From an optimization exercise on the open Yosys and OpenROAD flow, aimed at a short achievable clock period and few clock cycles; shortcuts taken in it are not production practice. The RTL was checked by simulation tests, not by an equivalence proof against the original design. Power figures rest on the tool's default switching activity, not on a simulated workload.

--- design/flow/design.v ---
package rv_pkg;
    localparam int XLEN = 32;
    typedef logic [XLEN-1:0] word_t;
    typedef logic [4:0]      reg_addr_t;
    localparam word_t NOP_INSN = 32'h0000_0013;   
    typedef enum logic [6:0] {
        OP_LUI    = 7'b0110111,
        OP_AUIPC  = 7'b0010111,
        OP_JAL    = 7'b1101111,
        OP_JALR   = 7'b1100111,
        OP_BRANCH = 7'b1100011,
        OP_IMM    = 7'b0010011,
        OP_REG    = 7'b0110011,
        OP_FENCE  = 7'b0001111,
        OP_SYSTEM = 7'b1110011
    } opcode_e;
    typedef struct packed {
        logic [6:0] funct7;
        reg_addr_t  rs2;
        reg_addr_t  rs1;
        logic [2:0] funct3;
        reg_addr_t  rd;
        opcode_e    opcode;
    } insn_r_t;
    typedef struct packed {
        logic [11:0] imm;
        reg_addr_t   rs1;
        logic [2:0]  funct3;
        reg_addr_t   rd;
        opcode_e     opcode;
    } insn_i_t;
    typedef struct packed {
        logic [6:0] imm_hi;       
        reg_addr_t  rs2;
        reg_addr_t  rs1;
        logic [2:0] funct3;
        logic [4:0] imm_lo;       
        opcode_e    opcode;
    } insn_sb_t;
    typedef struct packed {
        logic [19:0] imm;
        reg_addr_t   rd;
        opcode_e     opcode;
    } insn_uj_t;
    typedef union packed {
        insn_r_t  r;
        insn_i_t  i;
        insn_sb_t sb;
        insn_uj_t uj;
    } insn_t;
    typedef enum logic [3:0] {
        ALU_ADD, ALU_SUB, ALU_AND, ALU_OR, ALU_XOR, ALU_SLL,
        ALU_SRL, ALU_SRA, ALU_SLT, ALU_SLTU, ALU_PASS_B
    } alu_op_e;
    typedef enum logic [2:0] {
        BR_NONE, BR_EQ, BR_NE, BR_LT, BR_GE, BR_LTU, BR_GEU, BR_ALWAYS
    } branch_e;
    typedef enum logic {A_REG, A_PC}  a_sel_e;
    typedef enum logic {B_REG, B_IMM} b_sel_e;
    typedef struct packed {
        word_t pc;
        insn_t insn;
    } if_id_t;
    typedef struct packed {
        word_t     pc;
        reg_addr_t rs1;
        reg_addr_t rs2;
        word_t     rs1_data;
        word_t     rs2_data;
        word_t     imm;
        reg_addr_t rd;            
        alu_op_e   alu_op;
        a_sel_e    a_sel;
        b_sel_e    b_sel;
        branch_e   branch;
        logic      jump_reg;      
        logic      link;          
    } id_ex_t;
    typedef struct packed {
        logic      valid;
        reg_addr_t rd;
        word_t     data;
    } result_t;
    typedef struct packed {
        logic  taken;
        word_t target;
    } redirect_t;
endpackage
module fetch_stage (
    input  logic [31:0] insn,
    output logic        is_jal,
    output logic        is_jalr,
    output logic        is_br,
    output logic        is_auipc,
    output logic        writes,      
    output logic        link_ins,    
    output logic        uses1,
    output logic        uses2,
    output logic [4:0]  rd,
    output logic [4:0]  rs1,
    output logic [4:0]  rs2,
    output logic [31:0] imm_i
);
    logic [6:0] opc;
    assign opc      = insn[6:0];
    assign rd       = insn[11:7];
    assign rs1      = insn[19:15];
    assign rs2      = insn[24:20];
    assign imm_i    = {{20{insn[31]}}, insn[31:20]};
    assign is_jal   = (opc == 7'b1101111);
    assign is_jalr  = (opc == 7'b1100111);
    assign is_br    = (opc == 7'b1100011) && (insn[14:13] != 2'b01);
    assign is_auipc = (opc == 7'b0010111);
    assign writes   = (opc == 7'b0110011 || opc == 7'b0010011 || opc == 7'b0110111 ||
                       opc == 7'b0010111 || opc == 7'b1101111 || opc == 7'b1100111) &&
                      (rd != 5'd0);
    assign link_ins = (is_jal || is_jalr || is_auipc) && (rd != 5'd0);
    assign uses1    = (opc == 7'b0110011 || opc == 7'b0010011 || opc == 7'b1100111 ||
                       opc == 7'b1100011);
    assign uses2    = (opc == 7'b0110011 || opc == 7'b1100011);
endmodule
module fetch_add #(
    parameter int L = 12
) (
    input  logic [31:0] base,
    input  logic [L:0]  imm,
    output logic [31:0] sum
);
    logic [L+1:0]  lo;
    logic [31-L-1:0] hi, hi_inc, hi_dec;
    ks_add #(.W (L+1)) u_lo (.a (base[L:0]), .b (imm), .cin (1'b0), .sum (lo[L:0]), .cout (lo[L+1]));
    assign hi     = base[31:L+1];
    ks_add #(.W (31-L)) u_inc (.a (hi), .b ('0), .cin (1'b1), .sum (hi_inc), .cout ());
    ks_add #(.W (31-L)) u_dec (.a (hi), .b ('1), .cin (1'b0), .sum (hi_dec), .cout ());
    always_comb begin
        case ({lo[L+1], imm[L]})
            2'b10:   sum = {hi_inc, lo[L:0]};
            2'b01:   sum = {hi_dec, lo[L:0]};
            default: sum = {hi, lo[L:0]};
        endcase
    end
endmodule
module decode_stage (
    input  logic [31:0] insn,
    input  logic [31:0] pc,
    input  logic [31:0] pc4,
    input  logic [31:0] rf1,
    input  logic [31:0] rf2,
    input  logic        x0_w,
    input  logic [4:0]  x0_rd,
    input  logic        x1_w,
    input  logic [4:0]  x1_rd,
    output logic        we,
    output logic [31:0] a,
    output logic [31:0] b,
    output logic        fa0,    
    output logic        fa1,    
    output logic        fan,    
    output logic        fb0,
    output logic        fb1,
    output logic        fbn,
    output logic        sub,
    output logic        sra,
    output logic        s_add,
    output logic        s_and,
    output logic        s_or,
    output logic        s_xor,
    output logic        s_sll,
    output logic        s_srl,
    output logic        s_slt,
    output logic        s_sltu,
    output logic        s_b,
    output logic        s_link,
    output logic        br,
    output logic        jalr
);
    logic [6:0]  opc;
    logic [2:0]  f3;
    logic [4:0]  rd, rs1, rs2;
    logic [31:0] imm_i, imm_u;
    logic        op, opimm, lui, auipc, jal, alu;
    logic        uses1, uses2, m1a, m0a, m1b, m0b;
    assign opc   = insn[6:0];
    assign f3    = insn[14:12];
    assign rd    = insn[11:7];
    assign rs1   = insn[19:15];
    assign rs2   = insn[24:20];
    assign imm_i = {{20{insn[31]}}, insn[31:20]};
    assign imm_u = {insn[31:12], 12'b0};
    assign op    = (opc == 7'b0110011);
    assign opimm = (opc == 7'b0010011);
    assign lui   = (opc == 7'b0110111);
    assign auipc = (opc == 7'b0010111);
    assign jal   = (opc == 7'b1101111);
    assign jalr  = (opc == 7'b1100111);
    assign br    = (opc == 7'b1100011) && (f3[2:1] != 2'b01);
    assign alu   = op || opimm;
    assign we    = (alu || lui || auipc || jal || jalr) && (rd != 5'd0);
    assign uses1 = alu || jalr || br;
    assign uses2 = op || br;
    assign m1a = uses1 && x1_w && (x1_rd == rs1);
    assign m0a = uses1 && x0_w && (x0_rd == rs1);
    assign m1b = uses2 && x1_w && (x1_rd == rs2);
    assign m0b = uses2 && x0_w && (x0_rd == rs2);
    assign fa1 = m1a;
    assign fa0 = m0a && !m1a;
    assign fan = !m1a && !m0a;
    assign fb1 = m1b;
    assign fb0 = m0b && !m1b;
    assign fbn = !m1b && !m0b;
    assign a = auipc ? pc : rf1;
    always_comb begin
        if (op || br)           b = rf2;
        else if (opimm || jalr) b = imm_i;
        else if (jal)           b = pc4;
        else                    b = imm_u;
    end
    assign sub    = op && insn[30] && (f3 == 3'b000);
    assign sra    = insn[30];
    assign s_add  = (alu && f3 == 3'b000) || auipc;
    assign s_sll  = alu && f3 == 3'b001;
    assign s_slt  = alu && f3 == 3'b010;
    assign s_sltu = alu && f3 == 3'b011;
    assign s_xor  = alu && f3 == 3'b100;
    assign s_srl  = alu && f3 == 3'b101;
    assign s_or   = alu && f3 == 3'b110;
    assign s_and  = alu && f3 == 3'b111;
    assign s_b    = lui || jal;
    assign s_link = jalr;
endmodule
module register_file (
    input  logic        clock,
    input  logic [4:0]  ra0,
    input  logic [4:0]  ra1,
    input  logic [4:0]  ra2,
    input  logic [4:0]  ra3,
    output logic [31:0] rd0,
    output logic [31:0] rd1,
    output logic [31:0] rd2,
    output logic [31:0] rd3,
    input  logic        we0,
    input  logic [4:0]  wa0,
    input  logic [31:0] wd0,
    input  logic        we1,
    input  logic [4:0]  wa1,
    input  logic [31:0] wd1
);
    logic [31:0] regs [1:31];
    function automatic logic [31:0] rd_port(logic [4:0] ra, logic [31:0] stored,
                                            logic we0, logic [4:0] wa0, logic [31:0] wd0,
                                            logic we1, logic [4:0] wa1, logic [31:0] wd1);
        if (ra == 5'd0)               rd_port = '0;
        else if (we1 && wa1 == ra)    rd_port = wd1;
        else if (we0 && wa0 == ra)    rd_port = wd0;
        else                          rd_port = stored;
    endfunction
    assign rd0 = rd_port(ra0, regs[ra0], we0, wa0, wd0, we1, wa1, wd1);
    assign rd1 = rd_port(ra1, regs[ra1], we0, wa0, wd0, we1, wa1, wd1);
    assign rd2 = rd_port(ra2, regs[ra2], we0, wa0, wd0, we1, wa1, wd1);
    assign rd3 = rd_port(ra3, regs[ra3], we0, wa0, wd0, we1, wa1, wd1);
    always_ff @(posedge clock) begin
        if (we0) regs[wa0] <= wd0;
        if (we1) regs[wa1] <= wd1;
    end
endmodule
module execute_stage (
    input  logic [31:0] e_a,
    input  logic [31:0] e_b,
    input  logic        fa0,
    input  logic        fa1,
    input  logic        fan,
    input  logic        fb0,
    input  logic        fb1,
    input  logic        fbn,
    input  logic [31:0] w0,
    input  logic [31:0] w1,
    input  logic        sub,
    input  logic        sra,
    input  logic        s_add,
    input  logic        s_and,
    input  logic        s_or,
    input  logic        s_xor,
    input  logic        s_sll,
    input  logic        s_srl,
    input  logic        s_slt,
    input  logic        s_sltu,
    input  logic        s_b,
    input  logic        s_link,
    input  logic [31:0] pc4,
    input  logic        br,
    input  logic        jalr,
    input  logic [2:0]  f3,
    input  logic        pred_taken,
    input  logic [31:0] pred_tgt,
    input  logic [31:0] alt,
    output logic [31:0] res,
    output logic        taken,
    output logic        mispredict,    
    output logic [31:0] redirect_pc,
    output logic        jalr_miss,     
    output logic [31:0] jalr_tgt,
    output logic [31:0] a_out,         
    output logic [31:0] b_out
);
    logic [31:0] a, b, b_add, sum, sll_out, srl_out;
    logic        eq, lt, ltu, tgt_ok;
    assign a     = ({32{fa1}} & w1) | ({32{fa0}} & w0) | ({32{fan}} & e_a);
    assign b     = ({32{fb1}} & w1) | ({32{fb0}} & w0) | ({32{fbn}} & e_b);
    assign b_add = sub ? ~b : b;
    assign a_out = a;
    assign b_out = b;
    ks_add #(.W (32)) u_add (.a (a), .b (b_add), .cin (sub), .sum (sum), .cout ());
    assign sll_out = a << b[4:0];
    assign srl_out = 32'($signed({sra & a[31], a}) >>> b[4:0]);
    logic [2:0] c_nn, c_n0, c_n1, c_0n, c_1n, c_01, c_10, c_sel;
    cmp_tree u_c_nn (.a (e_a), .b (e_b), .eq (c_nn[2]), .lt (c_nn[1]), .ltu (c_nn[0]));
    cmp_tree u_c_n0 (.a (e_a), .b (w0),  .eq (c_n0[2]), .lt (c_n0[1]), .ltu (c_n0[0]));
    cmp_tree u_c_n1 (.a (e_a), .b (w1),  .eq (c_n1[2]), .lt (c_n1[1]), .ltu (c_n1[0]));
    cmp_tree u_c_0n (.a (w0),  .b (e_b), .eq (c_0n[2]), .lt (c_0n[1]), .ltu (c_0n[0]));
    cmp_tree u_c_1n (.a (w1),  .b (e_b), .eq (c_1n[2]), .lt (c_1n[1]), .ltu (c_1n[0]));
    cmp_tree u_c_01 (.a (w0),  .b (w1),  .eq (c_01[2]), .lt (c_01[1]), .ltu (c_01[0]));
    cmp_tree u_c_10 (.a (w1),  .b (w0),  .eq (c_10[2]), .lt (c_10[1]), .ltu (c_10[0]));
    assign c_sel = ({3{fan & fbn}} & c_nn) | ({3{fan & fb0}} & c_n0) | ({3{fan & fb1}} & c_n1) |
                   ({3{fa0 & fbn}} & c_0n) | ({3{fa1 & fbn}} & c_1n) |
                   ({3{fa0 & fb1}} & c_01) | ({3{fa1 & fb0}} & c_10) |
                   ({3{(fa0 & fb0) | (fa1 & fb1)}} & 3'b100);
    assign eq  = c_sel[2];
    assign lt  = c_sel[1];
    assign ltu = c_sel[0];
    assign res = ({32{s_add}}  & sum) |
                 ({32{s_and}}  & (a & b)) |
                 ({32{s_or}}   & (a | b)) |
                 ({32{s_xor}}  & (a ^ b)) |
                 ({32{s_sll}}  & sll_out) |
                 ({32{s_srl}}  & srl_out) |
                 ({32{s_slt}}  & {31'b0, lt}) |
                 ({32{s_sltu}} & {31'b0, ltu}) |
                 ({32{s_b}}    & b) |
                 ({32{s_link}} & pc4);
    always_comb begin
        case (f3)
            3'b000:  taken = eq;
            3'b001:  taken = !eq;
            3'b100:  taken = lt;
            3'b101:  taken = !lt;
            3'b110:  taken = ltu;
            default: taken = !ltu;
        endcase
    end
    function automatic logic sum_is(logic [31:0] x, logic [31:0] y, logic [31:0] c);
        logic [31:0] k;
        k[0] = 1'b0;
        k[1] = x[0] & y[0];
        for (int i = 2; i < 32; i++) begin
            k[i] = (x[i-1] & y[i-1]) | ((x[i-1] ^ y[i-1]) & !c[i-1]);
        end
        sum_is = ((x[31:1] ^ y[31:1] ^ c[31:1]) == k[31:1]);
    endfunction
    assign tgt_ok = (fan & sum_is(e_a, e_b, pred_tgt)) | (fa0 & sum_is(w0, e_b, pred_tgt)) |
                    (fa1 & sum_is(w1, e_b, pred_tgt));
    assign mispredict  = br && (taken != pred_taken);
    assign redirect_pc = alt;
    assign jalr_miss   = jalr && !(pred_taken && tgt_ok);
    assign jalr_tgt    = {sum[31:1], 1'b0};
endmodule
module ks_add #(
    parameter int W = 32
) (
    input  logic [W-1:0] a,
    input  logic [W-1:0] b,
    input  logic         cin,
    output logic [W-1:0] sum,
    output logic         cout
);
    localparam int LV = (W <= 2) ? 1 : (W <= 4) ? 2 : (W <= 8) ? 3 : (W <= 16) ? 4 : (W <= 32) ? 5 : 6;
    logic [W-1:0] g [LV+1];
    logic [W-1:0] p [LV+1];
    logic [W-1:0] x;
    assign x    = a ^ b;
    assign g[0] = (a & b) | {{(W-1){1'b0}}, x[0] & cin};
    assign p[0] = x;
    for (genvar l = 0; l < LV; l++) begin : g_lv
        for (genvar i = 0; i < W; i++) begin : g_bit
            if (i >= (1 << l)) begin : g_op
                assign g[l+1][i] = g[l][i] | (p[l][i] & g[l][i - (1 << l)]);
                assign p[l+1][i] = p[l][i] & p[l][i - (1 << l)];
            end else begin : g_pass
                assign g[l+1][i] = g[l][i];
                assign p[l+1][i] = p[l][i];
            end
        end
    end
    assign sum  = x ^ {g[LV][W-2:0], cin};
    assign cout = g[LV][W-1];
endmodule
module cmp_tree (
    input  logic [31:0] a,
    input  logic [31:0] b,
    output logic        eq,
    output logic        lt,
    output logic        ltu
);
    logic [31:0] e [6];
    logic [31:0] l [6];
    logic        eq_lo, lt_lo, eq_top;
    assign e[0] = ~({a[30:0], 1'b0} ^ {b[30:0], 1'b0});
    assign l[0] = ~{a[30:0], 1'b0} & {b[30:0], 1'b0};
    for (genvar k = 1; k <= 5; k++) begin : g_lv
        for (genvar j = 0; j < 32; j++) begin : g_grp
            if (j < (32 >> k)) begin : g_op
                assign e[k][j] = e[k-1][2*j+1] & e[k-1][2*j];
                assign l[k][j] = l[k-1][2*j+1] | (e[k-1][2*j+1] & l[k-1][2*j]);
            end else begin : g_pad
                assign e[k][j] = 1'b0;
                assign l[k][j] = 1'b0;
            end
        end
    end
    assign eq_lo  = e[5][0];
    assign lt_lo  = l[5][0];
    assign eq_top = ~(a[31] ^ b[31]);
    assign eq     = eq_top & eq_lo;
    assign ltu    = (~a[31] & b[31]) | (eq_top & lt_lo);
    assign lt     = (a[31] & ~b[31]) | (eq_top & lt_lo);
endmodule
module result_pipe (
    input  logic        clock,
    input  logic        reset,
    input  logic        push0,
    input  logic [4:0]  rd0,
    input  logic [31:0] data0,
    input  logic        push1,
    input  logic [4:0]  rd1,
    input  logic [31:0] data1,
    output logic        retire_valid,
    output logic [4:0]  retire_rd,
    output logic [31:0] retire_data,
    output logic        high         
);
    localparam int N = 32;
    logic [4:0]  q_rd   [N];
    logic [31:0] q_data [N];
    logic [4:0]  wp, rp, wp1;
    logic [5:0]  cnt;
    logic        pop;
    assign pop = (cnt != 6'd0);
    always_ff @(posedge clock) begin
        if (reset) begin
            retire_valid <= 1'b0;
        end else begin
            retire_valid <= pop;
        end
        retire_rd   <= q_rd[rp];
        retire_data <= q_data[rp];
    end
    assign high         = (cnt >= 6'd24);
    assign wp1          = push0 ? wp + 5'd1 : wp;
    always_ff @(posedge clock) begin
        if (reset) begin
            wp  <= '0;
            rp  <= '0;
            cnt <= '0;
        end else begin
            wp  <= wp1 + {4'b0, push1};
            rp  <= rp + {4'b0, pop};
            cnt <= cnt + {5'b0, push0} + {5'b0, push1} - {5'b0, pop};
        end
    end
    always_ff @(posedge clock) begin
        for (int k = 0; k < N; k++) begin
            if (push0 && wp == 5'(k)) begin
                q_rd[k]   <= rd0;
                q_data[k] <= data0;
            end
            if (push1 && wp1 == 5'(k)) begin
                q_rd[k]   <= rd1;
                q_data[k] <= data1;
            end
        end
    end
endmodule
module rv_core #(
    parameter logic [31:0] RESET_PC = 32'h0100_0000
) (
    input  logic            clock,
    input  logic            reset,
    output logic [31:0]     fetch_pc,
    input  logic [31:0]     fetch_insn,
    output logic            retire_valid,
    output logic [4:0]      retire_rd,
    output logic [31:0]     retire_data
);
    localparam int BHT_BITS = 7;
    localparam int BHT_N    = 1 << BHT_BITS;
    localparam int LVT_N    = 4;
    localparam int NW_BITS  = 5;
    localparam int NW_N     = 1 << NW_BITS;
    localparam int TAG_W    = 32 - NW_BITS - 2 + 1;
    logic        ex_redirect;
    logic [31:0] ex_redirect_pc;
    logic        q_high;
    logic [31:0] pc, pc4, pc8;
    logic [31:0] i0, i1;
    logic        p0_jal, p0_jalr, p0_br, p0_auipc, p0_writes, p0_link, p0_uses1, p0_uses2;
    logic        p1_jal, p1_jalr, p1_br, p1_auipc, p1_writes, p1_link, p1_uses1, p1_uses2;
    logic [4:0]  p0_rd, p0_rs1, p0_rs2, p1_rd, p1_rs1, p1_rs2;
    logic [31:0] p0_imm_i, p1_imm_i;
    assign fetch_pc = pc;
    assign i0       = fetch_insn;
    ks_add #(.W (30)) u_pc4 (.a (pc[31:2]), .b (30'd1), .cin (1'b0), .sum (pc4[31:2]), .cout ());
    ks_add #(.W (30)) u_pc8 (.a (pc[31:2]), .b (30'd2), .cin (1'b0), .sum (pc8[31:2]), .cout ());
    assign pc4[1:0] = pc[1:0];
    assign pc8[1:0] = pc[1:0];
    fetch_stage u_pd0 (
        .insn (i0), .is_jal (p0_jal), .is_jalr (p0_jalr), .is_br (p0_br),
        .is_auipc (p0_auipc), .writes (p0_writes), .link_ins (p0_link),
        .uses1 (p0_uses1), .uses2 (p0_uses2), .rd (p0_rd), .rs1 (p0_rs1), .rs2 (p0_rs2),
        .imm_i (p0_imm_i)
    );
    logic [NW_N-1:0]  sc_valid;
    logic [NW_N-1:0]  sc_flag;
    logic [TAG_W-1:0] sc_tag  [NW_N];
    logic [31:0]      sc_insn [NW_N];
    logic [31:0]      sc_targ [NW_N];
    logic [1:0]       sc_ctr  [NW_N];
    logic [9:0]       sc_lpt  [NW_N];
    logic [NW_BITS-1:0] sc_idx;
    logic [TAG_W-1:0]   sc_ptag;
    logic               hit1, flag1;
    logic [31:0]        t1_cached, s1_pc, s1_pc4;
    logic               cu_valid, cu_taken;    
    logic [NW_BITS-1:0] cu_idx;
    assign sc_idx    = pc[NW_BITS+1:2];
    assign sc_ptag   = {pc[31:NW_BITS+2], pc[1]};
    assign hit1      = sc_valid[sc_idx] && (sc_tag[sc_idx] == sc_ptag);
    assign flag1     = sc_flag[sc_idx];
    assign i1        = sc_insn[sc_idx];
    assign t1_cached = sc_targ[sc_idx];
    assign br1_pred  = lp_use1 ? lp_pred1 : sc_ctr[sc_idx][1];
    fetch_stage u_pd1 (
        .insn (i1), .is_jal (p1_jal), .is_jalr (p1_jalr), .is_br (p1_br),
        .is_auipc (p1_auipc), .writes (p1_writes), .link_ins (p1_link),
        .uses1 (p1_uses1), .uses2 (p1_uses2), .rd (p1_rd), .rs1 (p1_rs1), .rs2 (p1_rs2),
        .imm_i (p1_imm_i)
    );
    logic [31:0] imm0_b, imm0_j, targ0_b, targ0_j, targ0_bj;
    assign imm0_b   = {{19{i0[31]}}, i0[31], i0[7], i0[30:25], i0[11:8], 1'b0};
    assign imm0_j   = {{11{i0[31]}}, i0[31], i0[19:12], i0[20], i0[30:21], 1'b0};
    fetch_add #(.L (12)) u_add_b (.base (pc), .imm (imm0_b[12:0]), .sum (targ0_b));
    fetch_add #(.L (20)) u_add_j (.base (pc), .imm (imm0_j[20:0]), .sum (targ0_j));
    assign targ0_bj = p0_jal ? targ0_j : targ0_b;
    logic [31:0] targ0_b4, targ0_j4;
    fetch_add #(.L (12)) u_add_b4 (.base (pc4), .imm (imm0_b[12:0]), .sum (targ0_b4));
    fetch_add #(.L (20)) u_add_j4 (.base (pc4), .imm (imm0_j[20:0]), .sum (targ0_j4));
    assign s1_pc  = flag1 ? targ0_bj : pc4;
    assign s1_pc4 = flag1 ? (p0_jal ? targ0_j4 : targ0_b4) : pc8;
    logic [BHT_N-1:0]    bht_seen, bht_hi, bht_lo;
    logic [BHT_BITS-1:0] bidx0;
    logic                br0_pred, br1_pred;
    assign bidx0    = pc[BHT_BITS+1:2];
    assign br0_pred = lp_use0 ? lp_pred0 : (bht_seen[bidx0] ? bht_hi[bidx0] : i0[31]);
    localparam int LP_N = 8;
    localparam int LP_W = 10;
    localparam int LP_T = 10;
    logic [LP_N-1:0] lp_valid, lp_conf;
    logic [LP_T-1:0] lp_tag   [LP_N];
    logic [LP_W-1:0] lp_trip  [LP_N];
    logic [LP_W-1:0] lp_spec  [LP_N];
    logic [LP_W-1:0] lp_arch  [LP_N];
    logic [2:0]      lp_rr;
    logic            rq;           
    logic [2:0]      lu_valid, lu_taken;
    logic [LP_T-1:0] lu_tag [3];
    logic [LP_N-1:0] n_lp_valid, n_lp_conf, lp_al, lp_h0, lp_h1, lp_go;
    logic [LP_T-1:0] n_lp_tag  [LP_N];
    logic [LP_W-1:0] n_lp_trip [LP_N];
    logic [LP_W-1:0] n_lp_arch [LP_N];
    logic [LP_W-1:0] n_lp_spec [LP_N];
    logic [LP_W-1:0] lp_seff   [LP_N];
    logic [2:0]      n_lp_rr;
    logic            lp_use0, lp_pred0, lp_use1, lp_pred1;
    logic [LP_T-1:0] lp_t1;
    logic [2:0]      lu_hit;
    logic [LP_W-1:0] lp_arch_inc [LP_N];
    for (genvar k = 0; k < LP_N; k++) begin : g_lp_inc
        ks_add #(.W (LP_W)) u_inc (.a (lp_arch[k]), .b ('0), .cin (1'b1), .sum (lp_arch_inc[k]), .cout ());
    end
    logic            al_v, al_taken;
    logic [LP_T-1:0] al_tag;
    always_comb begin
        for (int u = 0; u < 3; u++) begin
            lu_hit[u] = 1'b0;
            for (int k = 0; k < LP_N; k++) begin
                if (lp_valid[k] && lp_tag[k] == lu_tag[u]) lu_hit[u] = 1'b1;
            end
        end
        al_v     = 1'b0;
        al_taken = 1'b0;
        al_tag   = lu_tag[0];
        for (int u = 2; u >= 0; u--) begin
            if (lu_valid[u] && !lu_hit[u]) begin
                al_v     = 1'b1;
                al_taken = lu_taken[u];
                al_tag   = lu_tag[u];
            end
        end
        n_lp_valid = lp_valid;
        n_lp_conf  = lp_conf;
        n_lp_rr    = al_v ? lp_rr + 3'd1 : lp_rr;
        lp_al      = '0;
        for (int k = 0; k < LP_N; k++) begin
            logic upd, tk;
            upd = 1'b0;
            tk  = 1'b0;
            for (int u = 2; u >= 0; u--) begin
                if (lu_valid[u] && lp_valid[k] && lp_tag[k] == lu_tag[u]) begin
                    upd = 1'b1;
                    tk  = lu_taken[u];
                end
            end
            n_lp_tag[k]  = lp_tag[k];
            n_lp_trip[k] = lp_trip[k];
            n_lp_arch[k] = lp_arch[k];
            if (upd) begin
                if (tk) begin
                    if (lp_arch[k] != {LP_W{1'b1}}) n_lp_arch[k] = lp_arch_inc[k];
                end else begin
                    n_lp_conf[k] = (lp_arch[k] == lp_trip[k]);
                    n_lp_trip[k] = lp_arch[k];
                    n_lp_arch[k] = '0;
                end
            end
            if (al_v && lp_rr == 3'(k)) begin
                lp_al[k]      = 1'b1;
                n_lp_valid[k] = 1'b1;
                n_lp_tag[k]   = al_tag;
                n_lp_conf[k]  = 1'b0;
                n_lp_trip[k]  = '0;
                n_lp_arch[k]  = {{(LP_W-1){1'b0}}, al_taken};
            end
            lp_seff[k] = (rq || lp_al[k]) ? n_lp_arch[k] : lp_spec[k];
            lp_go[k]   = (lp_spec[k] < lp_trip[k]);
        end
    end
    assign lp_t1 = sc_lpt[sc_idx];
    always_comb begin
        lp_use0  = 1'b0;
        lp_pred0 = 1'b0;
        lp_use1  = 1'b0;
        lp_pred1 = 1'b0;
        for (int k = 0; k < LP_N; k++) begin
            lp_h0[k] = lp_valid[k] && (lp_tag[k] == pc[LP_T+1:2]);
            lp_h1[k] = lp_valid[k] && (lp_tag[k] == lp_t1);
            if (lp_h0[k] && lp_conf[k] && !rq) begin
                lp_use0  = 1'b1;
                lp_pred0 = lp_go[k];
            end
            if (lp_h1[k] && lp_conf[k] && !rq) begin
                lp_use1  = 1'b1;
                lp_pred1 = lp_go[k];
            end
        end
    end
    logic [LVT_N-1:0] lv_valid;
    logic [4:0]       lv_reg [LVT_N];
    logic [31:0]      lv_val [LVT_N];
    logic [1:0]       lv_rr;
    logic             jh0;
    logic [31:0]      tr0;
    logic [31:0] lv_s0 [LVT_N];
    for (genvar k = 0; k < LVT_N; k++) begin : g_lv_add
        fetch_add #(.L (11)) u_a0 (.base (lv_val[k]), .imm (p0_imm_i[11:0]), .sum (lv_s0[k]));
    end
    always_comb begin
        jh0 = 1'b0;
        tr0 = '0;
        for (int k = 0; k < LVT_N; k++) begin
            if (lv_valid[k] && lv_reg[k] == p0_rs1) begin
                jh0 = 1'b1;
                tr0 = tr0 | {lv_s0[k][31:1], 1'b0};
            end
        end
    end
    logic        t0, t1, dep, dep_a, dep_b, pair, late1;
    logic [31:0] tgt0, tgt1, f_next;
    assign t0   = p0_jal || (p0_br && br0_pred) || (p0_jalr && jh0);
    assign t1   = p1_jal || (p1_br && br1_pred);
    assign tgt0 = p0_jal ? targ0_j : (p0_jalr ? tr0 : targ0_b);
    assign tgt1 = t1_cached;
    assign dep_a = p0_writes && p1_uses1 && (p1_rs1 == p0_rd);
    assign dep_b = p0_writes && p1_uses2 && (p1_rs2 == p0_rd);
    assign dep   = dep_a || dep_b;
    assign late1 = dep && p1_br;
    assign pair = hit1 && (flag1 == t0) && !p0_jalr && !p1_jalr && (!dep || p1_br) && !(p1_auipc && p1_writes) &&
                  !(q_high && p0_writes && p1_writes);
    always_comb begin
        if (pair)    f_next = t1 ? tgt1 : s1_pc4;
        else if (t0) f_next = tgt0;
        else         f_next = pc4;
    end
    always_ff @(posedge clock) begin
        if (reset) begin
            pc <= RESET_PC;
        end else if (ex_redirect) begin
            pc <= ex_redirect_pc;
        end else begin
            pc <= f_next;
        end
    end
    logic                 f_seq, f_last_flag, f_last_back;
    logic [NW_BITS-1:0]   f_last_idx;
    logic [TAG_W-1:0]     f_last_tag;
    logic [31:0]          f_last_pc;
    assign f_last_pc = pair ? s1_pc : pc;
    always_ff @(posedge clock) begin
        if (reset) begin
            f_seq <= 1'b0;
        end else begin
            f_seq <= !ex_redirect;
        end
        f_last_idx  <= f_last_pc[NW_BITS+1:2];
        f_last_tag  <= {f_last_pc[31:NW_BITS+2], f_last_pc[1]};
        f_last_flag <= pair ? t1 : t0;
        f_last_back <= pair ? (p1_br && i1[31]) : (p0_br && i0[31]);
    end
    logic sc_fill;
    assign sc_fill = f_seq && !(f_last_back && !f_last_flag);
    always_ff @(posedge clock) begin
        if (reset) begin
            sc_valid <= '0;
        end else if (sc_fill) begin
            sc_valid[f_last_idx] <= 1'b1;
        end
        if (sc_fill) begin
            sc_flag[f_last_idx] <= f_last_flag;
            sc_tag[f_last_idx]  <= f_last_tag;
            sc_insn[f_last_idx] <= i0;
            sc_targ[f_last_idx] <= targ0_bj;
            sc_lpt[f_last_idx]  <= pc[11:2];
        end
        for (int k = 0; k < NW_N; k++) begin
            if (sc_fill && f_last_idx == NW_BITS'(k)) begin
                sc_ctr[k] <= br0_pred ? 2'b10 : 2'b01;
            end else if (cu_valid && cu_idx == NW_BITS'(k)) begin
                if (cu_taken) sc_ctr[k] <= (sc_ctr[k] == 2'b11) ? 2'b11 : sc_ctr[k] + 2'd1;
                else          sc_ctr[k] <= (sc_ctr[k] == 2'b00) ? 2'b00 : sc_ctr[k] - 2'd1;
            end
        end
    end
    logic        l1_we, l1_link;
    logic [4:0]  l1_rd;
    logic [31:0] l1_val;
    always_ff @(posedge clock) begin
        if (reset) begin
            l1_we <= 1'b0;
        end else begin
            l1_we <= pair && p1_writes;
        end
        l1_link <= p1_link;
        l1_rd   <= p1_rd;
        l1_val  <= s1_pc4;
    end
    logic [31:0] v0_ins;
    logic [LVT_N-1:0] n_lv_valid;
    logic [4:0]       n_lv_reg [LVT_N];
    logic [31:0]      n_lv_val [LVT_N];
    logic [1:0]       n_lv_rr;
    logic [19:0] auipc_hi;
    ks_add #(.W (20)) u_auipc (.a (pc[31:12]), .b (i0[31:12]), .cin (1'b0), .sum (auipc_hi), .cout ());
    assign v0_ins = p0_auipc ? {auipc_hi, pc[11:0]} : pc4;
    always_comb begin
        logic m;
        m          = 1'b0;
        n_lv_valid = lv_valid;
        n_lv_rr    = lv_rr;
        for (int k = 0; k < LVT_N; k++) begin
            n_lv_reg[k] = lv_reg[k];
            n_lv_val[k] = lv_val[k];
        end
        if (l1_we) begin
            m = 1'b0;
            for (int k = 0; k < LVT_N; k++) begin
                if (n_lv_valid[k] && n_lv_reg[k] == l1_rd) begin
                    m = 1'b1;
                    if (l1_link) n_lv_val[k] = l1_val;
                    else         n_lv_valid[k] = 1'b0;
                end
            end
            if (l1_link && !m) begin
                for (int k = 0; k < LVT_N; k++) begin
                    if (n_lv_rr == 2'(k)) begin
                        n_lv_valid[k] = 1'b1;
                        n_lv_reg[k]   = l1_rd;
                        n_lv_val[k]   = l1_val;
                    end
                end
                n_lv_rr = n_lv_rr + 2'd1;
            end
        end
        if (p0_writes) begin
            m = 1'b0;
            for (int k = 0; k < LVT_N; k++) begin
                if (n_lv_valid[k] && n_lv_reg[k] == p0_rd) begin
                    m = 1'b1;
                    if (p0_link) n_lv_val[k] = v0_ins;
                    else         n_lv_valid[k] = 1'b0;
                end
            end
            if (p0_link && !m) begin
                for (int k = 0; k < LVT_N; k++) begin
                    if (n_lv_rr == 2'(k)) begin
                        n_lv_valid[k] = 1'b1;
                        n_lv_reg[k]   = p0_rd;
                        n_lv_val[k]   = v0_ins;
                    end
                end
                n_lv_rr = n_lv_rr + 2'd1;
            end
        end
    end
    always_ff @(posedge clock) begin
        if (reset) begin
            lv_valid <= '0;
            lv_rr    <= '0;
        end else begin
            lv_valid <= n_lv_valid;
            lv_rr    <= n_lv_rr;
        end
        for (int k = 0; k < LVT_N; k++) begin
            lv_reg[k] <= n_lv_reg[k];
            lv_val[k] <= n_lv_val[k];
        end
    end
    logic        d0_valid, d1_valid;
    logic [31:0] d0_insn, d0_pc, d0_pc4, d0_alt, d0_ptgt;
    logic [31:0] d1_insn, d1_pc, d1_pc4, d1_alt, d1_ptgt;
    logic        d0_pt, d1_pt, d1_late, d1_depa, d1_depb;
    logic [NW_BITS-1:0] d1_key, e1_key;
    always_ff @(posedge clock) begin
        if (reset || ex_redirect) begin
            d0_valid <= 1'b0;
            d1_valid <= 1'b0;
        end else begin
            d0_valid <= 1'b1;
            d1_valid <= pair;
        end
        d0_insn <= i0;
        d0_pc   <= pc;
        d0_pc4  <= pc4;
        d0_alt  <= br0_pred ? pc4 : targ0_b;
        d0_ptgt <= tr0;
        d0_pt   <= t0;
        d1_insn <= i1;
        d1_pc   <= s1_pc;
        d1_key  <= sc_idx;
        d1_pc4  <= s1_pc4;
        d1_alt  <= br1_pred ? s1_pc4 : t1_cached;
        d1_ptgt <= '0;
        d1_pt   <= t1;
        d1_late <= late1;
        d1_depa <= dep_a;
        d1_depb <= dep_b;
    end
    logic [31:0] rf0a, rf0b, rf1a, rf1b;
    logic        w0_we, w1_we;
    logic [4:0]  w0_rd, w1_rd;
    logic [31:0] w0_data, w1_data;
    logic        e0_valid, e1_valid, e0_we, e1_we;
    logic [4:0]  e0_rd, e1_rd;
    register_file u_regs (
        .clock (clock),
        .ra0 (d0_insn[19:15]), .ra1 (d0_insn[24:20]),
        .ra2 (d1_insn[19:15]), .ra3 (d1_insn[24:20]),
        .rd0 (rf0a), .rd1 (rf0b), .rd2 (rf1a), .rd3 (rf1b),
        .we0 (w0_we), .wa0 (w0_rd), .wd0 (w0_data),
        .we1 (w1_we), .wa1 (w1_rd), .wd1 (w1_data)
    );
    logic        n0_we, n0_fa0, n0_fa1, n0_fan, n0_fb0, n0_fb1, n0_fbn, n0_sub, n0_sra;
    logic        n0_s_add, n0_s_and, n0_s_or, n0_s_xor, n0_s_sll, n0_s_srl, n0_s_slt,
                 n0_s_sltu, n0_s_b, n0_s_link, n0_br, n0_jalr;
    logic [31:0] n0_a, n0_b;
    logic        n1_we, n1_fa0, n1_fa1, n1_fan, n1_fb0, n1_fb1, n1_fbn, n1_sub, n1_sra;
    logic        n1_s_add, n1_s_and, n1_s_or, n1_s_xor, n1_s_sll, n1_s_srl, n1_s_slt,
                 n1_s_sltu, n1_s_b, n1_s_link, n1_br, n1_jalr;
    logic [31:0] n1_a, n1_b;
    decode_stage u_dec0 (
        .insn (d0_insn), .pc (d0_pc), .pc4 (d0_pc4), .rf1 (rf0a), .rf2 (rf0b),
        .x0_w (e0_valid && e0_we), .x0_rd (e0_rd), .x1_w (e1_valid && e1_we), .x1_rd (e1_rd),
        .we (n0_we), .a (n0_a), .b (n0_b),
        .fa0 (n0_fa0), .fa1 (n0_fa1), .fan (n0_fan), .fb0 (n0_fb0), .fb1 (n0_fb1), .fbn (n0_fbn),
        .sub (n0_sub), .sra (n0_sra), .s_add (n0_s_add), .s_and (n0_s_and), .s_or (n0_s_or),
        .s_xor (n0_s_xor), .s_sll (n0_s_sll), .s_srl (n0_s_srl), .s_slt (n0_s_slt),
        .s_sltu (n0_s_sltu), .s_b (n0_s_b), .s_link (n0_s_link), .br (n0_br), .jalr (n0_jalr)
    );
    decode_stage u_dec1 (
        .insn (d1_insn), .pc (d1_pc), .pc4 (d1_pc4), .rf1 (rf1a), .rf2 (rf1b),
        .x0_w (e0_valid && e0_we), .x0_rd (e0_rd), .x1_w (e1_valid && e1_we), .x1_rd (e1_rd),
        .we (n1_we), .a (n1_a), .b (n1_b),
        .fa0 (n1_fa0), .fa1 (n1_fa1), .fan (n1_fan), .fb0 (n1_fb0), .fb1 (n1_fb1), .fbn (n1_fbn),
        .sub (n1_sub), .sra (n1_sra), .s_add (n1_s_add), .s_and (n1_s_and), .s_or (n1_s_or),
        .s_xor (n1_s_xor), .s_sll (n1_s_sll), .s_srl (n1_s_srl), .s_slt (n1_s_slt),
        .s_sltu (n1_s_sltu), .s_b (n1_s_b), .s_link (n1_s_link), .br (n1_br), .jalr (n1_jalr)
    );
    logic [31:0] e0_a, e0_b, e0_pc, e0_pc4, e0_alt, e0_ptgt;
    logic        e0_fa0, e0_fa1, e0_fan, e0_fb0, e0_fb1, e0_fbn, e0_sub, e0_sra;
    logic        e0_s_add, e0_s_and, e0_s_or, e0_s_xor, e0_s_sll, e0_s_srl, e0_s_slt,
                 e0_s_sltu, e0_s_b, e0_s_link, e0_br, e0_jalr, e0_pt;
    logic [2:0]  e0_f3;
    logic [31:0] e1_a, e1_b, e1_pc, e1_pc4, e1_alt, e1_ptgt;
    logic        e1_fa0, e1_fa1, e1_fan, e1_fb0, e1_fb1, e1_fbn, e1_sub, e1_sra;
    logic        e1_s_add, e1_s_and, e1_s_or, e1_s_xor, e1_s_sll, e1_s_srl, e1_s_slt,
                 e1_s_sltu, e1_s_b, e1_s_link, e1_br, e1_jalr, e1_pt;
    logic [2:0]  e1_f3;
    logic        e1_late, e1_depa, e1_depb, e1_back;
    always_ff @(posedge clock) begin
        if (reset || ex_redirect) begin
            e0_valid <= 1'b0;
            e1_valid <= 1'b0;
        end else begin
            e0_valid <= d0_valid;
            e1_valid <= d1_valid;
        end
        e0_we <= n0_we;     e0_rd <= d0_insn[11:7];
        e0_a <= n0_a;       e0_b <= n0_b;
        e0_fa0 <= n0_fa0;   e0_fa1 <= n0_fa1;   e0_fan <= n0_fan;
        e0_fb0 <= n0_fb0;   e0_fb1 <= n0_fb1;   e0_fbn <= n0_fbn;
        e0_sub <= n0_sub;   e0_sra <= n0_sra;
        e0_s_add <= n0_s_add; e0_s_and <= n0_s_and; e0_s_or <= n0_s_or; e0_s_xor <= n0_s_xor;
        e0_s_sll <= n0_s_sll; e0_s_srl <= n0_s_srl; e0_s_slt <= n0_s_slt;
        e0_s_sltu <= n0_s_sltu; e0_s_b <= n0_s_b; e0_s_link <= n0_s_link;
        e0_br <= n0_br;     e0_jalr <= n0_jalr; e0_f3 <= d0_insn[14:12];
        e0_back <= d0_insn[31];
        e0_pc <= d0_pc;     e0_pc4 <= d0_pc4;   e0_alt <= d0_alt;
        e0_ptgt <= d0_ptgt; e0_pt <= d0_pt;
        e1_we <= n1_we;     e1_rd <= d1_insn[11:7];
        e1_a <= n1_a;       e1_b <= n1_b;
        e1_fa0 <= n1_fa0;   e1_fa1 <= n1_fa1;   e1_fan <= n1_fan;
        e1_fb0 <= n1_fb0;   e1_fb1 <= n1_fb1;   e1_fbn <= n1_fbn;
        e1_sub <= n1_sub;   e1_sra <= n1_sra;
        e1_s_add <= n1_s_add; e1_s_and <= n1_s_and; e1_s_or <= n1_s_or; e1_s_xor <= n1_s_xor;
        e1_s_sll <= n1_s_sll; e1_s_srl <= n1_s_srl; e1_s_slt <= n1_s_slt;
        e1_s_sltu <= n1_s_sltu; e1_s_b <= n1_s_b; e1_s_link <= n1_s_link;
        e1_br <= n1_br;     e1_jalr <= n1_jalr; e1_f3 <= d1_insn[14:12];
        e1_key <= d1_key;
        e1_late <= d1_late; e1_depa <= d1_depa; e1_depb <= d1_depb;
        e1_back <= d1_insn[31];
        e1_pc <= d1_pc;     e1_pc4 <= d1_pc4;   e1_alt <= d1_alt;
        e1_ptgt <= d1_ptgt; e1_pt <= d1_pt;
    end
    logic [31:0] res0, res1, rpc0, rpc1;
    logic        tk0, tk1, mp0, mp1, m0, m1;
    logic [31:0] x1_a, x1_b;
    logic        jmp0, jmp1, jm0, jm1;
    logic [31:0] jt0, jt1;
    execute_stage u_ex0 (
        .e_a (e0_a), .e_b (e0_b), .fa0 (e0_fa0), .fa1 (e0_fa1), .fan (e0_fan),
        .fb0 (e0_fb0), .fb1 (e0_fb1), .fbn (e0_fbn), .w0 (w0_data), .w1 (w1_data),
        .sub (e0_sub), .sra (e0_sra), .s_add (e0_s_add), .s_and (e0_s_and), .s_or (e0_s_or),
        .s_xor (e0_s_xor), .s_sll (e0_s_sll), .s_srl (e0_s_srl), .s_slt (e0_s_slt),
        .s_sltu (e0_s_sltu), .s_b (e0_s_b), .s_link (e0_s_link), .pc4 (e0_pc4),
        .br (e0_br), .jalr (e0_jalr), .f3 (e0_f3), .pred_taken (e0_pt), .pred_tgt (e0_ptgt),
        .alt (e0_alt), .res (res0), .taken (tk0), .mispredict (mp0), .redirect_pc (rpc0),
        .jalr_miss (jmp0), .jalr_tgt (jt0),
        .a_out (), .b_out ()
    );
    execute_stage u_ex1 (
        .e_a (e1_a), .e_b (e1_b), .fa0 (e1_fa0), .fa1 (e1_fa1), .fan (e1_fan),
        .fb0 (e1_fb0), .fb1 (e1_fb1), .fbn (e1_fbn), .w0 (w0_data), .w1 (w1_data),
        .sub (e1_sub), .sra (e1_sra), .s_add (e1_s_add), .s_and (e1_s_and), .s_or (e1_s_or),
        .s_xor (e1_s_xor), .s_sll (e1_s_sll), .s_srl (e1_s_srl), .s_slt (e1_s_slt),
        .s_sltu (e1_s_sltu), .s_b (e1_s_b), .s_link (e1_s_link), .pc4 (e1_pc4),
        .br (e1_br), .jalr (e1_jalr), .f3 (e1_f3), .pred_taken (e1_pt), .pred_tgt (e1_ptgt),
        .alt (e1_alt), .res (res1), .taken (tk1), .mispredict (mp1), .redirect_pc (rpc1),
        .jalr_miss (jmp1), .jalr_tgt (jt1),
        .a_out (x1_a), .b_out (x1_b)
    );
    assign m0  = e0_valid && mp0;
    assign m1  = e1_valid && mp1 && !e1_late;
    assign jm0 = e0_valid && jmp0;
    assign jm1 = e1_valid && jmp1 && !m0;
    logic        wl_valid, wl_pt, wl_depa, wl_depb, wl_back;
    logic [2:0]  wl_f3;
    logic [31:0] wl_alt, wl_a, wl_b;
    logic [BHT_BITS-1:0] wl_bidx;
    logic [NW_BITS-1:0]  wl_key;
    logic [LP_T-1:0]     wl_tag;
    logic [2:0]  wl_cx, wl_cy, wl_c;
    logic        wl_taken, late_mp, late_any;
    logic        jl_valid;
    logic [31:0] jl_pc;
    always_ff @(posedge clock) begin
        if (reset) begin
            wl_valid <= 1'b0;
        end else begin
            wl_valid <= e1_valid && e1_late && !m0 && !jm0 && !late_any;
        end
        wl_pt   <= e1_pt;
        wl_depa <= e1_depa;
        wl_depb <= e1_depb;
        wl_back <= e1_back;
        wl_f3   <= e1_f3;
        wl_alt  <= e1_alt;
        wl_a    <= x1_a;
        wl_b    <= x1_b;
        wl_bidx <= e1_pc[BHT_BITS+1:2];
        wl_key  <= e1_key;
        wl_tag  <= e1_pc[LP_T+1:2];
    end
    cmp_tree u_wl_cx (.a (w0_data), .b (wl_b), .eq (wl_cx[2]), .lt (wl_cx[1]), .ltu (wl_cx[0]));
    cmp_tree u_wl_cy (.a (wl_a), .b (w0_data), .eq (wl_cy[2]), .lt (wl_cy[1]), .ltu (wl_cy[0]));
    assign wl_c  = (wl_depa && wl_depb) ? 3'b100 : (wl_depa ? wl_cx : wl_cy);
    always_comb begin
        case (wl_f3)
            3'b000:  wl_taken = wl_c[2];
            3'b001:  wl_taken = !wl_c[2];
            3'b100:  wl_taken = wl_c[1];
            3'b101:  wl_taken = !wl_c[1];
            3'b110:  wl_taken = wl_c[0];
            default: wl_taken = !wl_c[0];
        endcase
    end
    assign late_mp = wl_valid && (wl_taken != wl_pt);
    always_ff @(posedge clock) begin
        if (reset) begin
            jl_valid <= 1'b0;
        end else begin
            jl_valid <= (jm0 || jm1) && !late_any;
        end
        jl_pc <= jm0 ? jt0 : jt1;
    end
    assign late_any       = late_mp || jl_valid;
    assign ex_redirect    = late_any || m0 || m1;
    assign ex_redirect_pc = jl_valid ? jl_pc : (late_mp ? wl_alt : (m0 ? rpc0 : rpc1));
    logic                u0_valid, u1_valid, u0_taken, u1_taken;
    logic [BHT_BITS-1:0] u0_idx, u1_idx;
    always_ff @(posedge clock) begin
        if (reset) begin
            u0_valid <= 1'b0;
            u1_valid <= 1'b0;
            cu_valid <= 1'b0;
        end else begin
            u0_valid <= e0_valid && e0_br && !late_any;
            u1_valid <= wl_valid || (e1_valid && e1_br && !e1_late && !m0 && !jm0 && !late_any);
            cu_valid <= wl_valid || (e1_valid && e1_br && !e1_late && !m0 && !jm0 && !late_any);
        end
        u0_idx   <= e0_pc[BHT_BITS+1:2];
        u1_idx   <= wl_valid ? wl_bidx : e1_pc[BHT_BITS+1:2];
        u0_taken <= tk0;
        u1_taken <= wl_valid ? wl_taken : tk1;
        cu_idx   <= wl_valid ? wl_key : e1_key;
        cu_taken <= wl_valid ? wl_taken : tk1;
    end
    always_ff @(posedge clock) begin
        if (reset) begin
            bht_seen <= '0;
        end else begin
            for (int k = 0; k < BHT_N; k++) begin
                logic       up, tk;
                logic [1:0] c;
                up = 1'b0;
                tk = 1'b0;
                if (u1_valid && u1_idx == BHT_BITS'(k)) begin
                    up = 1'b1;
                    tk = u1_taken;
                end else if (u0_valid && u0_idx == BHT_BITS'(k)) begin
                    up = 1'b1;
                    tk = u0_taken;
                end
                if (up) begin
                    bht_seen[k] <= 1'b1;
                    c = {bht_hi[k], bht_lo[k]};
                    if (!bht_seen[k])   c = tk ? 2'b11 : 2'b00;
                    else if (tk)        c = (c == 2'b11) ? c : c + 2'd1;
                    else                c = (c == 2'b00) ? c : c - 2'd1;
                    bht_hi[k] <= c[1];
                    bht_lo[k] <= c[0];
                end
            end
        end
    end
    logic e0_back;
    always_ff @(posedge clock) begin
        if (reset) begin
            lu_valid <= '0;
            rq       <= 1'b0;
        end else begin
            lu_valid[0] <= wl_valid && wl_back;
            lu_valid[1] <= e0_valid && e0_br && e0_back && !late_any;
            lu_valid[2] <= e1_valid && e1_br && e1_back && !e1_late && !m0 && !jm0 && !late_any;
            rq          <= ex_redirect;
        end
        lu_tag[0]   <= wl_tag;
        lu_tag[1]   <= e0_pc[LP_T+1:2];
        lu_tag[2]   <= e1_pc[LP_T+1:2];
        lu_taken[0] <= wl_taken;
        lu_taken[1] <= tk0;
        lu_taken[2] <= tk1;
    end
    logic [LP_W-1:0] lp_s1 [LP_N];
    logic [LP_W-1:0] lp_s2 [LP_N];
    for (genvar k = 0; k < LP_N; k++) begin : g_lp_spec
        ks_add #(.W (LP_W)) u_s1 (.a (lp_seff[k]), .b ('0), .cin (1'b1), .sum (lp_s1[k]), .cout ());
        ks_add #(.W (LP_W)) u_s2 (.a (lp_seff[k]), .b ({{(LP_W-2){1'b0}}, 2'd2}), .cin (1'b0),
                                  .sum (lp_s2[k]), .cout ());
    end
    always_comb begin
        for (int k = 0; k < LP_N; k++) begin
            logic f0, f1;
            f0 = lp_h0[k] && p0_br;
            f1 = pair && lp_h1[k] && p1_br;
            if (f0 && f1)
                n_lp_spec[k] = !br1_pred ? '0 : (br0_pred ? lp_s2[k] : {{(LP_W-1){1'b0}}, 1'b1});
            else if (f0)
                n_lp_spec[k] = br0_pred ? lp_s1[k] : '0;
            else if (f1)
                n_lp_spec[k] = br1_pred ? lp_s1[k] : '0;
            else
                n_lp_spec[k] = lp_seff[k];
        end
    end
    always_ff @(posedge clock) begin
        if (reset) begin
            lp_valid <= '0;
            lp_rr    <= '0;
        end else begin
            lp_valid <= n_lp_valid;
            lp_rr    <= n_lp_rr;
        end
        lp_conf <= n_lp_conf;
        for (int k = 0; k < LP_N; k++) begin
            lp_tag[k]  <= n_lp_tag[k];
            lp_trip[k] <= n_lp_trip[k];
            lp_arch[k] <= n_lp_arch[k];
            lp_spec[k] <= n_lp_spec[k];
        end
    end
    always_ff @(posedge clock) begin
        if (reset) begin
            w0_we <= 1'b0;
            w1_we <= 1'b0;
        end else begin
            w0_we <= e0_valid && e0_we && !late_any;
            w1_we <= e1_valid && e1_we && !m0 && !jm0 && !late_any;
        end
        w0_rd   <= e0_rd;
        w1_rd   <= e1_rd;
        w0_data <= res0;
        w1_data <= res1;
    end
    result_pipe u_retire (
        .clock (clock), .reset (reset),
        .push0 (w0_we), .rd0 (w0_rd), .data0 (w0_data),
        .push1 (w1_we), .rd1 (w1_rd), .data1 (w1_data),
        .retire_valid (retire_valid), .retire_rd (retire_rd), .retire_data (retire_data),
        .high (q_high)
    );
endmodule
--- design/flow/run.sh ---
#!/bin/bash
# synth_recipe.tcl (not shown) runs the flow's synth.tcl, then flattens the netlist and writes it again
# the make line also repeats each setting of config.mk as NAME=value (left out here)
make -C /OpenROAD-flow-scripts/flow DESIGN_CONFIG=/design/flow/config.mk WORK_HOME=/design/flow/orfs CLKGATE_MAP_FILE= SYNTH_SCRIPT=/design/flow/synth_recipe.tcl finish
--- design/flow/config.mk ---
export PLATFORM = sky130hd
export DESIGN_NAME = rv_core
export DESIGN_NICKNAME = rv_core
export VERILOG_FILES = /design/flow/design.v
export SDC_FILE = /design/flow/constraint.sdc
export NUM_CORES = 4
export LEC_CHECK = 0
export ABC_CLOCK_PERIOD_IN_PS = 3000
export CAP_MARGIN = 20
export CORE_MARGIN = 2
export CORE_UTILIZATION = 40
export PLACE_DENSITY = 0.5
export SETUP_SLACK_MARGIN = 4.0
export SLEW_MARGIN = 20
export SYNTH_MEMORY_MAX_BITS = 16384
export TNS_END_PERCENT = 5
--- design/flow/constraint.sdc ---
create_clock -name core_clock -period 8.0 [get_ports {clock}]
set_input_delay 1.6000 -clock core_clock [delete_from_list [all_inputs] [get_ports {clock}]]
set_output_delay 1.6000 -clock core_clock [all_outputs]
set_load 0.01 [all_outputs]
==> run notes <==
[worst max path at each step]
stage          cells past startpoint              from  slack, ps                     to
6_report                          20  pc[2]$_SDFF_PP0_       1970  lp_spec[5][5]$_DFF_P_
5_1_grt                           20  pc[2]$_SDFF_PP0_       1960  lp_spec[5][5]$_DFF_P_
4_1_cts                           20  pc[2]$_SDFF_PP0_       2040  lp_spec[5][5]$_DFF_P_
3_5_place_dp                      26    fetch_insn[21]        240      pc[27]$_SDFF_PP0_
3_3_place_gp                      26    fetch_insn[21]        140      pc[27]$_SDFF_PP0_
2_1_floorplan                     41  pc[2]$_SDFF_PP0_       1060      pc[31]$_SDFF_PP0_
[worst max-delay path, delay by kind of cell (launching register included)]
| kind | cells | cell delay (ps) |
|---|---|---|
| XOR/XNOR | 1 | 320 |
| multiplexers | 1 | 500 |
| buffers and inverters | 7 | 1080 |
| AND/OR/NAND/NOR | 6 | 2640 |
| AO/OA/AOI/OAI | 5 | 980 |
| flip-flops | 1 | 360 |
[per-layer routing]
metal  wire (um)  GRT usage, %
met1      784000          52.7
met2      848000          56.7
met3      261000          12.6
met4      158000          24.5
met5         658        0.0714
[cell type report]
type | instances | share of cell area [%]
Clock buffer | 1133 | 5.01
Timing Repair Buffer | 2446 | 5.64
Timing Repair inverter | 3 | 0.00648
Inverter | 900 | 0.834
Antenna cell | 217 | 0.117
Sequential cell | 7425 | 44.7
Tap cell | 13000 | 3.51
Clock inverter | 442 | 1.04
Multi-Input combinational cell | 22400 | 39.1
[report_power, final]
| group | internal (mW) | total, mW | switching (mW) |
|---|---|---|---|
| Sequential | 42.6 | 44.3 | 1.71 |
| Combinational | 8.25 | 24.5 | 16.3 |
| Clock | 22.9 | 40.3 | 17.4 |
[metrics by stage]
step | hold WS [ps] | total power, mW | instances
CTS | 257 | 108 | 47600
floorplan | 310 | 55.4 | 33500
finish | 250 | 109 | 48000
detailed placement | 312 | 66.2 | 45300
global placement | 310 | 66.2 | 45300
global route | 258 | 111 | 47900
[cell families (layout without fill, tap and decap cells)]
logic type                 count (synthesis)  after routing
adders and majority gates               1162           1162
DFF                                     7425           7425
AOI/OAI and AO/OA                       7968           7973
muxes                                   3694           3694
other                                      0            217
xor gates and xnor gates                1301           1301
buffers and inverters                   3648           4924
and+or+nand+nor                         8304           8310
[cells in the final DEF (no fill, tap or decap), types with 256 or more instances in the layout]
master	instances
edfxtp_1	5808
xor2_1	386
buf_12	263
ha_1	973
xnor2_1	856
a21oi_1	1530
nor3_1	375
o21ai_0	2996
dfxtp_1	1424
mux4_2	1796
a211oi_1	256
nor2_1	1555
a221oi_1	270
nand3_1	461
buf_4	1670
mux2i_1	1461
nand4_1	389
nand2_1	3897
inv_1	731
mux2_2	337
clkbuf_16	873
a22oi_1	567
[repair_timing]
action | 4_1_cts | 5_1_grt
gates resized for setup | 1542 | 592
hold buffers | 0 | 0
endpoints found under the hold margin | 0 | 0
cloned | 92 | 18
pin swaps | 306 | 247
setup buffers | 582 | 206
setup endpoints to repair | 5152 | 5132
==> impl_metrics.ini <==
[status]
status = timing/DRC/antenna clean

[critical_path]
path_class = reg -> reg
r2r-end = lp_spec[5][5]$_DFF_P_
rr_worst_depth = 20
endpoint_kind = flop
crit_chain = buf_12 -> buf_12 -> buf_16 -> buf_16 -> buf_4 -> buf_12 -> mux4_2 -> a22oi_2 -> nand4_1 -> xor2_2 -> nor4bb_4 -> o2111ai_2 -> or4b_4 -> nor4_4 -> buf_12 -> or4b_4 -> or3_4 -> a21o_1 -> a2111oi_4 -> a211o_1
cp_max_fo = 7
crit_path_top_delay_cell = or4b_4
crit_arrival_ps = 7050
cp.required_ps = 9020
path_common_cell = buf_12
startpoint_type = flop
slowest_delay_ps = 620
rrSetupSlack_ps = 1970
r2r_start = pc[2]$_SDFF_PP0_

[place]
place_area_sq_um = 416000
io_buffers = 103
gp_congestion = 1.02
dp_hpwl_mm = 1320
dp_slack_ps = 242

[synthesis]
yosysTopAreaCell = edfxtp_1
yosysUniqueCellTypes = 107
synthesis.area_sq_um = 394000
synth_common_cells = 5808 x edfxtp_1, 3992 x nand2_1, 3160 x o21ai_0, 2175 x clkbuf_1, 1796 x mux4_2
synth_mux_area_share_pct = 15.2
yosysWarnings = 74
syn_nets = 34700
synth_enable_flop_cells = 5808
synth_top_area_share_pct = 44.2
synth-compound-area-share_pct = 12.5
synthTopCellsByArea = edfxtp_1 44%, mux4_2 10%, dfxtp_1 8.2%, o21ai_0 4.0%, mux2i_1 3.9%
ys_ff_latch = 7425
synth-adder-area-share_pct = 3.86
avgSynthCellArea_sq_um = 11.8
synth_xor_area_share_pct = 2.89
synth-simple-area-share_pct = 9.43
ys_async_sr_fraction_pct = 0
yosysMostFrequentCell = edfxtp_1
seq_area_frac_synth_pct = 52.5
synth_top_family_by_area = multiplexers
synthCells = 33500
synthFlopType = edfxtp_1

[detailed_routing]
avgViaCountPerCell = 6.67
wl_per_cell_um = 42.7
route.vias.total = 320000
drt_iter0_markers = 53000
drtPass1Iterations = 9
drt.antenna.violating_nets = 0
totalWireLength_mm = 2050
drc = 0

[global_route]
grt_pass1_vias = 295000
grt_usage_pct = 39.7
grt_pass1_wl_mm = 2690
antenna_found_initial = 227
grt_max_degree = 169
grt_remaining_overflow = 0

[sta]
fin_ws_ps = 1970
drv_slew = 0
rsz0062_at_grt = yes
timing.max_slew.rel_slack_pct = 4.45
setup_tns_ps = 0
max_freq_ghz = 0.166
tightestPinTransition_ps = 1390
period_needed_ps = 6030
hold_violations = 0
fin_skew_ps = 172
finalSetupViolCount = 0
period_share_pct = 75.4

[floorplanning]
start_util_pct = 40.1
die_w_um = 997
die_h_um = 997
die_area_sq_um = 993000
core_area_sq_um = 982000
io_pins = 104
rows = 364

[clock_network]
cts_root_buffer = clkbuf_16
numCtsBuffers = 851
htree_levels = 6
clk_latency_ps = 1200
clock_sinks = 7425
cts.reportedPaths.clkPinSlew_ps = 60
cts_tree = done
clock_path_buffers = 5

[cells_and_area]
utilization_pct = 47.2
drive_gt1_share_pct = 21.7
final_area_sq_um = 464000
seqCellArea_sq_um = 207000
area_growth_pct = 17.6
fill_cells = 87600
multi_input_area_sq_um = 181000
layout_top_registers = sc_insn: 1024 flops, sc_targ: 1024 flops, u_retire.q_data: 1024 flops
nNetsFinal = 35200

[worst_hold_path]
min_to = wl_tag[0]$_DFF_P_
worstHoldStart = e1_pc[2]$_DFF_P_
hp-class = reg -> reg
worstHoldPathCells = 0

[power]
power_density_nw_per_um2 = 235
p_leak_nw = 162
ir_drop_uv = 249

[run]
maxCapViolations = 0
Testbench counts, summed over its fixed seeds: cycles 385,613.

## separate check: timing with driven ports
The flow's constraints put no driver on any port. The routed layout listed below was extracted and timed again, unchanged, in two steps. Step 1, drivers: a clkbuf_16 drives clock and a buf_2 each remaining input, both assumed. Step 2 adds t to the input delays and takes it off the output delays; t is the mean of the earliest and latest rising clock arrival at the registers after step 1. Input paths then give back, and output paths get back, about the clock's delay inside the block. Three values: no drivers, after step 1, after step 2; two values: the first two.
t, ns: 1.283
slack for setup (ns): 1.965 / 1.965 / 0.691
slew at the worst register clock pin (ns): 0.08 / 0.08
After both steps this run still meets setup and hold. For this run, drivers alone change the setup slack by 0.000 ns; drivers and shift together by -1.274 ns.
